What follows belongs to an exercise in optimizing a design on an open flow for small area, a short achievable clock period and few clock cycles per item; a production flow would make more cautious choices.
The RTL was checked by simulation tests, not by an equivalence proof against the original design.
Power and IR drop assume default switching activity.

Design gemm_top, start of the top module:
module gemm_top (
    input  logic           clk,
    input  logic           rst,
    input  logic           start,
    input  logic           p_wr_en,
    input  logic [1:0]     p_wr_addr,
    input  logic [31:0]    p_wr_data,
    input  logic           q_wr_en,
    input  logic [1:0]     q_wr_addr,
    input  logic [15:0]    q_wr_data,
    input  logic           r_wr_en,
    input  logic [1:0]     r_wr_addr,
    input  logic [127:0]   r_wr_data,
    input  logic           r_rd_en,
    input  logic [1:0]     r_rd_addr,
    output logic           busy,
    output logic           done,
    output logic [127:0]   c_out,
    output logic           c_valid
);
For scale: ~5100 cells after synthesis, about 1100 flip-flops, ~320 I/O pins.
==> flow/config.mk <==
export PLATFORM = sky130hd
export DESIGN_NAME = gemm_top
export DESIGN_NICKNAME = gemm_top
export VERILOG_FILES = /design/flow/design.v
export SDC_FILE = /design/flow/constraint.sdc
export NUM_CORES = 4
export LEC_CHECK = 0
export ABC_CLOCK_PERIOD_IN_PS = 2800
export CAP_MARGIN = 20
export CORE_MARGIN = 2
export CORE_UTILIZATION = 60
export SETUP_SLACK_MARGIN = 2.2
export SLEW_MARGIN = 20
==> flow/constraint.sdc <==
create_clock -name core_clock -period 5.0 [get_ports {clk}]
set_input_delay 1.0000 -clock core_clock [delete_from_list [all_inputs] [get_ports {clk}]]
set_output_delay 1.0000 -clock core_clock [all_outputs]
set_load 0.01 [all_outputs]
standard.sh (not shown) runs the stock make flow with config.mk's settings and CLKGATE_MAP_FILE= SYNTH_SCRIPT=/design/flow/synth_recipe.tcl, a recipe that flattens the netlist after the stock synthesis.
==> flow/flow/run.sh <==
#!/bin/bash
set -euo pipefail
export BUFFER_PORTS_ARGS="-buffer_cell sky130_fd_sc_hd__buf_2"
bash standard.sh finish > flow_make.log 2>&1
Testbench counts at the start, summed over its fixed seeds: cycles 3,488, jobs 384.
Edit:
Settings changed: CORE_UTILIZATION 60 to 50.
- synthesized cell count stays the same
- combinational power decreases by about 5%
- sequential share of layout area fell by 0.14 points
- global-route usage is lower by 4.6 points
- count of clock-buffer cells in the layout grows by 11
- clock power grows by 4.0%

========
Another version of the RTL of gemm_top (not shown whole).
For scale: ~5100 cells after synthesis, ~320 I/O pins, ~59000 µm² of cells after synthesis.
export LEC_CHECK = 0
export ABC_CLOCK_PERIOD_IN_PS = 2800
export CAP_MARGIN = 20
export CORE_MARGIN = 2
export CORE_UTILIZATION = 50
export SETUP_SLACK_MARGIN = 2.2
export SLEW_MARGIN = 20
create_clock -name core_clock -period 5.0 [get_ports {clk}]
Scripts as last shown in full above: flow/flow/run.sh
Testbench counts at the start, summed over its fixed seeds: cycles 3,488, jobs 384.
Next try:
CTS_CLUSTER_DIAMETER = 110   (was unset)
CTS_CLUSTER_SIZE = 22   (was unset)
SETUP_SLACK_MARGIN = 2.1   (was 2.2)
Outcome: The changed run completed without violations; area after synthesis is unchanged; design area decreases by 5.8%; first-iteration DRC count decreases by 5.8%; via count decreases by 3.2%; die area does not change; clock power decreases by 42%; routed wire length decreases by 4.7%.
Next try:
ABC_CLOCK_PERIOD_IN_PS = 3000   (was 2800)
SETUP_SLACK_MARGIN = 1.9   (was 2.1)
Result: Cell area came out lower by a few percent; sequential share of layout area came out higher by 1.1 points; register-to-register slack gets worse by 100 ps; final cell count came out lower slightly; core utilization came out lower by 1.4 points; first-iteration DRC count came out higher by a few percent; non-clock buffer count came out lower by 88; clock skew is about the same; count of clock-buffer cells in the layout is unchanged; worst setup slack gets worse by 120 ps.
Next try:
ABC_CLOCK_PERIOD_IN_PS = 2800   (was 3000)
CTS_CLUSTER_DIAMETER = 125   (was 110)
CTS_CLUSTER_SIZE = 26   (was 22)
SETUP_SLACK_MARGIN = 2.1   (was 1.9)
What happened:
- worst hold slack improves by 49 ps
- global-route usage increases by 0.37 points
- wire length grows by 2.6%
- design area rises by 2.5%
- synthesized area stays the same
- utilization goes up by 1.4 points
- fmax grows by 4.1%
- via count is higher by 0.96%
- sequential cell count does not change
- setup slack improves by 120 ps
- non-clock buffer count goes up by 100

========
## build 54
gemm_top again, from the RTL that the note above started with.
export LEC_CHECK = 0
export ABC_CLOCK_PERIOD_IN_PS = 3300
export CAP_MARGIN = 20
export CORE_MARGIN = 2
export CORE_UTILIZATION = 50
export SETUP_SLACK_MARGIN = 1.6
export SLEW_MARGIN = 20
create_clock -name core_clock -period 5.0 [get_ports {clk}]
Scripts as last shown in full above: flow/flow/run.sh
Both conditions hold for build 54: the flow ran to the end and the final layout passed the timing, design-rule and antenna checks.
Testbench counts of build 54, summed over its fixed seeds: cycles 3,488, jobs 384.
The inputs of build 46 differ from those of build 54 as listed below.
- setting CTS_CLUSTER_SIZE to 22 for the first time
- changing ABC_CLOCK_PERIOD_IN_PS from 3300 to 2600
- setting CTS_CLUSTER_DIAMETER to 110 for the first time
- changing SETUP_SLACK_MARGIN from 1.6 to 2.3
Results
Lower buffer count from post-CTS setup fixing goes to build 54 over build 46.
Compared with build 54, build 46 shows number of cells in the finished layout apart from fillers that has gone up by a few percent.
Build 46: clock transition time at the flip-flop clock pins of the worst setup and hold paths 0.03 ns above build 54
Build 46 has more setup slack than build 54.
The wire length per cell after detailed routing of build 46 exceeds that of build 54 by 5.3%.
[compare] base=build 54 new=build 46: sequential share of layout area decreased 3.4 points, global-route total usage across every layer grew by 1.5 points, number of antenna violations at the first check in global routing grew by 2.
Relative to build 54, sum of routed wire length over all layers has increased by 11% in build 46.
The beginning of the critical path comes out a1_q_3_3_3$_DFF_P_ in one run and a1_q_3_7_2$_DFF_P_ in the other, namely in build 54 and build 46 respectively.
For build 5, these inputs were changed with respect to build 46:
- SETUP_SLACK_MARGIN now 1.9, was 2.3
- CTS_CLUSTER_SIZE no longer set, was 22
- CTS_CLUSTER_DIAMETER no longer set, was 110
- ABC_CLOCK_PERIOD_IN_PS now 3000, was 2600
--- outcome ---
- Non-clock buffer count: build 5 vs build 46 down about 40%
- Compared build 5 vs build 46, and clock network power share is up in build 5.
- Cmp build 5 and build 46 / final wirelength / higher: build 46

-- port drivers added, routing unchanged --
How much do the figures lean on ideal ports? The routed layouts below were timed once more, with nothing changed but the port constraints.
Step 1, drivers: a clkbuf_16 drives clk and a buf_2 each remaining input, both assumed.
Step 2 also shifts input and output timing later by t, the mid clock arrival at the registers, as if the neighbouring blocks saw the same clock.
Three values: no drivers, after step 1, after step 2; two values: the first two.
run | t, ns | setup WS [ns] | worst setup path at the end | latest minus earliest clock arrival (ns)
the first run of note 1 | 0.772 | 1.914 / 1.914 / 1.588 | input to register | 0.030 / 0.031
the second run of note 1 | 0.770 | 1.956 / 1.956 / 1.595 | input to register | 0.066 / 0.067
the first run of note 2 | 0.771 | 2.054 / 2.054 / 1.407 | input to register | 0.030 / 0.030
the second run of note 2 | 0.760 | 2.021 / 2.036 / 1.279 | input to register | 0.032 / 0.032
the third run of note 2 | 0.753 | 1.897 / 1.935 / 1.193 | input to register | 0.036 / 0.036
the fourth run of note 2 | 0.750 | 2.018 / 2.046 / 1.315 | input to register | 0.037 / 0.037
build 54 | 0.781 | 1.772 / 1.772 / 1.123 | input to register | 0.039 / 0.038
build 46 | 0.761 | 2.045 / 2.045 / 1.346 | input to register | 0.032 / 0.032
build 5 | 0.776 | 1.961 / 1.961 / 1.264 | input to register | 0.029 / 0.029
After both steps every run listed still meets setup and hold. The setup slack of the second run of note 2, which loses most, moves by +0.015 ns with the drivers and by -0.742 ns with both steps.
